From an optimization exercise on the open Yosys and OpenROAD flow, aimed at small area, a short achievable clock period and few clock cycles; shortcuts taken in it are not production practice. At most, simulation tests tie the RTL to the original design; equivalence was not proved. Power is estimated from default activity; no workload was simulated.

// sorted_insert_task_priority_queue
module sorted_insert_task_priority_queue #(
   parameter int TABLE_DEPTH = 16
) (
   input  logic        clock,
   input  logic        reset,
   input  logic        req_tvalid,
   output logic        req_tready,
   input  logic [47:0] req_tdata,
   output logic        rsp_tvalid,
   input  logic        rsp_tready,
   output logic [71:0] rsp_tdata,
   output logic        rsp_tlast,
   input  logic        csr_wen,
   input  logic        csr_wdata
);
   localparam int EW = stpq_pkg::ENTRY_W;    
   logic                 order_ff;
   logic [4:0]           count_ff;
   logic [15:0][3:0]     perm;
   logic [15:0][EW-1:0]  tbl;
   logic        a_valid;
   logic [1:0]  a_mode;
   logic [7:0]  a_id;
   logic [9:0]  a_d, a_w;
   logic [11:0] a_h;
   logic [10:0] a_a;
   logic [12:0] a_b;
   logic [3:0]  a_lw;
   logic [4:0]  a_lab;
   logic        u_valid;
   logic        u_sent;    
   logic [22:0] u_score;
   logic [7:0]  u_id;
   logic [9:0]  u_d, u_w;
   logic [11:0] u_h;
   logic [15:0] u_ah;      
   logic [3:0]  s_ptr;
   logic        o_valid;
   logic [64:0] o_data;
   logic        o_last;
  ...
For scale: roughly 6900 cells after synthesis, ~1700 flip-flops, ~130 I/O pins, ~0.091 mm² of cells after synthesis.
Settings: LEC_CHECK=0, ABC_CLOCK_PERIOD_IN_PS=3000, CAP_MARGIN=20, CORE_MARGIN=2, CORE_UTILIZATION=40, SETUP_SLACK_MARGIN=5, SLEW_MARGIN=20; clock period 9.0 ns.
run.sh (not shown) runs the stock make flow with config.mk's settings and CLKGATE_MAP_FILE= SYNTH_SCRIPT=/design/flow/synth_recipe.tcl, a recipe that flattens the netlist after the stock synthesis.
Next try:
--- a/flow/design.v
+++ b/flow/design.v
@@ -191,18 +191,17 @@
    localparam int EW = stpq_pkg::ENTRY_W;    
    logic                 order_ff;
    logic [4:0]           count_ff;
    logic [15:0][3:0]     perm;
    logic [15:0][EW-1:0]  tbl;
    logic        a_valid;
    logic [1:0]  a_mode;
    logic [7:0]  a_id;
-   logic [9:0]  a_d, a_w;
-   logic [11:0] a_h;
+   logic [9:0]  a_w;
    logic [10:0] a_a;
    logic [12:0] a_b;
    logic [3:0]  a_lw;
    logic [4:0]  a_lab;
    logic        u_valid;
    logic        u_sent;    
    logic [22:0] u_score;
    logic [7:0]  u_id;
@@ -229,17 +228,17 @@
       .reset     (reset),
       .in_valid  (div_in_valid),
       .in_ready  (div_in_ready),
       .in_a      (a_a),
       .in_b      (a_b),
       .in_w      (a_w),
       .in_lw     (a_lw),
       .in_lab    (a_lab),
-      .in_tag    ({a_h, a_w, a_d, a_id}),
+      .in_tag    ({12'(a_b - 13'd10), a_w, 10'(a_a - 11'd1), a_id}),
       .out_valid (div_out_valid),
       .out_free  (!u_valid || u_sent || u_go),
       .out_q     (div_q),
       .out_tag   (div_tag),
       .out_q_hi  (div_q_hi),
       .out_q_lo  (div_q_lo),
       .out_q_lt  (div_q_lt),
       .m_valid_next (div_m_next)
@@ -282,16 +281,19 @@
    logic       ready_ff, a_valid_n;
    logic [1:0] a_mode_n;
    logic [3:0] q_cnt_n;
    assign req_tready = ready_ff;
    assign accept     = req_tvalid && req_tready;
    assign a_valid_n  = accept || (a_valid && !a_go);
    assign a_mode_n   = accept ? req_tdata[1:0] : a_mode;
    assign q_cnt_n    = q_cnt + 4'(q_push) - 4'(q_pop);
+   logic q_full_n;
+   assign q_full_n   = (q_cnt == 4'(QD) && !(q_pop && !q_push)) ||
+                       (q_cnt == 4'(QD - 1) && q_push && !q_pop);
    logic [15:0] ah_phys, ah_log, pre;
    logic        full;
    assign full = count_ff[4];
    function automatic logic lo_gt(input logic [1:0] e, input logic [3:1] q_lt);
       unique case (e)
          2'd0:    lo_gt = 1'b0;
          2'd1:    lo_gt = q_lt[1];
          2'd2:    lo_gt = q_lt[2];
@@ -343,30 +345,28 @@
          if (csr_wen) order_ff <= csr_wdata;
          if (accept)    a_valid <= 1'b1;
          else if (a_go) a_valid <= 1'b0;
          if (div_out_valid)       u_valid <= 1'b1;
          else if (u_go || u_sent) u_valid <= 1'b0;
          u_sent <= dir_go;
          q_cnt <= q_cnt_n;
          ready_ff <= !a_valid_n || (a_mode_n == stpq_pkg::MODE_NOP) ||
-                     (q_cnt_n != 4'(QD) &&
+                     (!q_full_n &&
                       (a_mode_n != stpq_pkg::MODE_INSERT || !div_m_next));
          if (s_go) s_ptr <= s_last ? 4'd0 : s_ptr + 4'd1;
          if (u_go || dir_go || s_go || clr_go) o_valid <= 1'b1;
          else if (rsp_tready)        o_valid <= 1'b0;
          if (clr_go)             count_ff <= 5'd0;
          else if (upd)           count_ff <= count_ff + 5'd1;
       end
       if (accept) begin
          a_mode <= req_tdata[1:0];
          a_id   <= req_tdata[9:2];
-         a_d    <= req_tdata[19:10];
          a_w    <= req_tdata[29:20];
-         a_h    <= req_tdata[41:30];
          a_a    <= 11'(req_tdata[19:10]) + 11'd1;
          a_b    <= 13'(req_tdata[41:30]) + 13'd10;
          a_lw   <= blen(13'(req_tdata[29:20]));
          a_lab  <= 5'(blen(13'(req_tdata[19:10]) + 13'd1)) +
                    5'(blen(13'(req_tdata[41:30]) + 13'd10));
       end
       if (div_out_valid) begin
          u_score <= div_q;
=> The new run finished clean. Synthesized cell count grows by 2.3%. Utilization hardly moves. Worst setup slack gains 0.022 ns. Flip-flop and latch count fell by 21. Fmax went up by about 0.5%.
Testbench counts after the change, summed over its fixed seeds: cycles 7,467.
Only the layout flow was run in the first run of this note; the RTL was not checked for function there.

---

Another version of the RTL of sorted_insert_task_priority_queue (not shown whole).
Size in the first run: ~6800 cells after synthesis, ~1700 flip-flops, about 130 I/O pins, roughly 0.093 mm2 of cells after synthesis.
// sorted_insert_task_priority_queue
module sorted_insert_task_priority_queue #(
   parameter int TABLE_DEPTH = 16
) (
   input  logic        clock,
   input  logic        reset,
   input  logic        req_tvalid,
   output logic        req_tready,
   input  logic [47:0] req_tdata,
   output logic        rsp_tvalid,
   input  logic        rsp_tready,
   output logic [71:0] rsp_tdata,
   output logic        rsp_tlast,
   input  logic        csr_wen,
   input  logic        csr_wdata
);
export LEC_CHECK = 0
export ABC_CLOCK_PERIOD_IN_PS = 3000
export CAP_MARGIN = 20
export CORE_MARGIN = 2
export CORE_UTILIZATION = 40
export SETUP_SLACK_MARGIN = 5
export SLEW_MARGIN = 20
create_clock -name core_clock -period 9.0 [get_ports {clock}]
Testbench counts at the start, summed over its fixed seeds: cycles 7,467.
Edit:
--- a/flow/design.v
+++ b/flow/design.v
@@ -188,24 +188,23 @@
    input  logic        csr_wen,
    input  logic        csr_wdata
 );
    localparam int EW = stpq_pkg::ENTRY_W;    
    logic                 order_ff;
    logic [4:0]           count_ff;
    logic [15:0][3:0]     perm;
    logic [15:0][EW-1:0]  tbl;
    logic        a_valid;
    logic [1:0]  a_mode;
    logic [7:0]  a_id;
-   logic [9:0]  a_d, a_w;
-   logic [11:0] a_h;
+   logic [9:0]  a_w;
    logic [10:0] a_a;
    logic [12:0] a_b;
    logic [3:0]  a_lw;
    logic [4:0]  a_lab;
    logic        u_valid;
    logic        u_sent;    
    logic [22:0] u_score;
    logic [7:0]  u_id;
    logic [9:0]  u_d, u_w;
    logic [11:0] u_h;
    logic [15:0] u_ah;      
@@ -216,33 +215,33 @@
    function automatic logic [3:0] blen(input logic [12:0] x);
       blen = 4'd0;
       for (int i = 0; i < 13; i++) if (x[i]) blen = 4'(i + 1);
    endfunction
    logic        div_in_valid, div_in_ready, div_out_valid;
    logic [22:0] div_q;
    logic [39:0] div_tag;
    logic [20:0] div_q_hi;
    logic [1:0]  div_q_lo;
    logic [3:1]  div_q_lt;
    logic        div_m_next;
-   stpq_divider #(.NV(2)) u_div (
+   stpq_divider #(.NV(3)) u_div (
       .clock     (clock),
       .reset     (reset),
       .in_valid  (div_in_valid),
       .in_ready  (div_in_ready),
       .in_a      (a_a),
       .in_b      (a_b),
       .in_w      (a_w),
       .in_lw     (a_lw),
       .in_lab    (a_lab),
-      .in_tag    ({a_h, a_w, a_d, a_id}),
+      .in_tag    ({12'(a_b - 13'd10), a_w, 10'(a_a - 11'd1), a_id}),
       .out_valid (div_out_valid),
       .out_free  (!u_valid || u_sent || u_go),
       .out_q     (div_q),
       .out_tag   (div_tag),
       .out_q_hi  (div_q_hi),
       .out_q_lo  (div_q_lo),
       .out_q_lt  (div_q_lt),
       .m_valid_next (div_m_next)
    );
    localparam int QD = 6;
    localparam logic [1:0] Q_INS = 2'd0, Q_RD = 2'd1, Q_CLR = 2'd2;
@@ -279,22 +278,25 @@
    end
    assign q_push      = a_valid && a_go && (a_mode != stpq_pkg::MODE_NOP);
    assign q_push_kind = a_mode;     
    logic       ready_ff, a_valid_n;
    logic [1:0] a_mode_n;
    logic [3:0] q_cnt_n;
    assign req_tready = ready_ff;
    assign accept     = req_tvalid && req_tready;
    assign a_valid_n  = accept || (a_valid && !a_go);
    assign a_mode_n   = accept ? req_tdata[1:0] : a_mode;
    assign q_cnt_n    = q_cnt + 4'(q_push) - 4'(q_pop);
+   logic q_full_n;
+   assign q_full_n   = (q_cnt == 4'(QD) && !(q_pop && !q_push)) ||
+                       (q_cnt == 4'(QD - 1) && q_push && !q_pop);
    logic [15:0] ah_phys, ah_log, pre;
    logic        full;
    assign full = count_ff[4];
    function automatic logic lo_gt(input logic [1:0] e, input logic [3:1] q_lt);
       unique case (e)
          2'd0:    lo_gt = 1'b0;
          2'd1:    lo_gt = q_lt[1];
          2'd2:    lo_gt = q_lt[2];
          default: lo_gt = q_lt[3];
       endcase
    endfunction
@@ -314,57 +316,60 @@
                                : (gt_hi || (eq_hi && gt_lo));
          if (u_valid && !full && count_ff[3:0] == 4'(j)) ah_phys[j] = ah_u;
       end
       for (int i = 0; i < 16; i++)
          ah_log[i] = (5'(i) < count_ff) && u_ah[perm[i]];
       pre[0] = 1'b1;
       for (int i = 1; i < 16; i++) pre[i] = pre[i-1] && ah_log[i-1];
    end
    logic [EW-1:0] u_entry;
    assign u_entry = {u_h, u_w, u_d, u_score, u_id};
    logic [EW-1:0] s_entry;
-   assign s_entry = tbl[perm[s_ptr]];
+   logic [15:0]   s_sel;
+   always_comb begin
+      s_sel   = 16'd1 << perm[s_ptr];
+      s_entry = '0;
+      for (int j = 0; j < 16; j++) s_entry = s_entry | (tbl[j] & {EW{s_sel[j]}});
+   end
    always_ff @(posedge clock) begin
       if (reset) begin
          order_ff <= 1'b0;
          count_ff <= 5'd0;
          a_valid  <= 1'b0;
          u_valid  <= 1'b0;
          u_sent   <= 1'b0;
          o_valid  <= 1'b0;
          q_cnt    <= 4'd0;
          ready_ff <= 1'b1;
          s_ptr    <= 4'd0;
       end else begin
          if (csr_wen) order_ff <= csr_wdata;
          if (accept)    a_valid <= 1'b1;
          else if (a_go) a_valid <= 1'b0;
          if (div_out_valid)       u_valid <= 1'b1;
          else if (u_go || u_sent) u_valid <= 1'b0;
          u_sent <= dir_go;
          q_cnt <= q_cnt_n;
          ready_ff <= !a_valid_n || (a_mode_n == stpq_pkg::MODE_NOP) ||
-                     (q_cnt_n != 4'(QD) &&
+                     (!q_full_n &&
                       (a_mode_n != stpq_pkg::MODE_INSERT || !div_m_next));
          if (s_go) s_ptr <= s_last ? 4'd0 : s_ptr + 4'd1;
          if (u_go || dir_go || s_go || clr_go) o_valid <= 1'b1;
          else if (rsp_tready)        o_valid <= 1'b0;
          if (clr_go)             count_ff <= 5'd0;
          else if (upd)           count_ff <= count_ff + 5'd1;
       end
       if (accept) begin
          a_mode <= req_tdata[1:0];
          a_id   <= req_tdata[9:2];
-         a_d    <= req_tdata[19:10];
          a_w    <= req_tdata[29:20];
-         a_h    <= req_tdata[41:30];
          a_a    <= 11'(req_tdata[19:10]) + 11'd1;
          a_b    <= 13'(req_tdata[41:30]) + 13'd10;
          a_lw   <= blen(13'(req_tdata[29:20]));
          a_lab  <= 5'(blen(13'(req_tdata[19:10]) + 13'd1)) +
                    5'(blen(13'(req_tdata[41:30]) + 13'd10));
       end
       if (div_out_valid) begin
          u_score <= div_q;
          u_ah    <= ah_phys;
          {u_h, u_w, u_d, u_id} <= div_tag;
       end
The changed run produced a clean layout.
Total power fell by 1.0%.
Worst setup slack loses 0.25 ns.
Count of clock-buffer cells in the layout goes up by 7.
Sequential power came out higher by about 2%.
First-iteration DRC count is higher by 49%.
Wire length came out higher by 32%.
Clock skew grows by 0.042 ns.
Via count went up by 22%.
Core utilization increases by 1.7 points.
Combinational power fell by 22%.
Die area increases by 7.1%.
Global-route usage is higher by 4.8 points.
Worst hold slack barely changes.
Final area grows by 11%.
Testbench counts after the change, summed over its fixed seeds: cycles 6,960.

-- what the ideal ports hide --
The results above use ideal ports. As a check the final layouts listed here were re-extracted and re-timed, cells and wires unchanged.
Step 1 assumes that a clkbuf_16 drives the clock port and a buf_2 every other input.
Step 2 adds t to the input delays and takes it off the output delays; t is the mean of the earliest and latest rising clock arrival at the registers after step 1. Input paths then give back, and output paths get back, about the clock's delay inside the block.
Slacks: ideal ports / drivers / drivers and shift; pairs: ideal ports / drivers.
run	t (ns)	setup WS [ns]	worst register clock-pin slew, ns	worst slew at a driven data input, ns
the first run of note 1	0.934	4.810 / 4.859 / 3.925	0.07 / 0.07	0.06
the second run of note 1	0.940	4.832 / 4.832 / 4.215	0.07 / 0.07	0.04
the first run of note 2	0.915	4.982 / 4.982 / 4.239	0.07 / 0.07	0.06
the second run of note 2	0.929	4.730 / 4.730 / 4.181	0.07 / 0.07	0.06
After both steps every run listed still meets setup and hold. The setup slack of the first run of note 1, which loses most, moves by +0.049 ns with the drivers and by -0.885 ns with both steps.
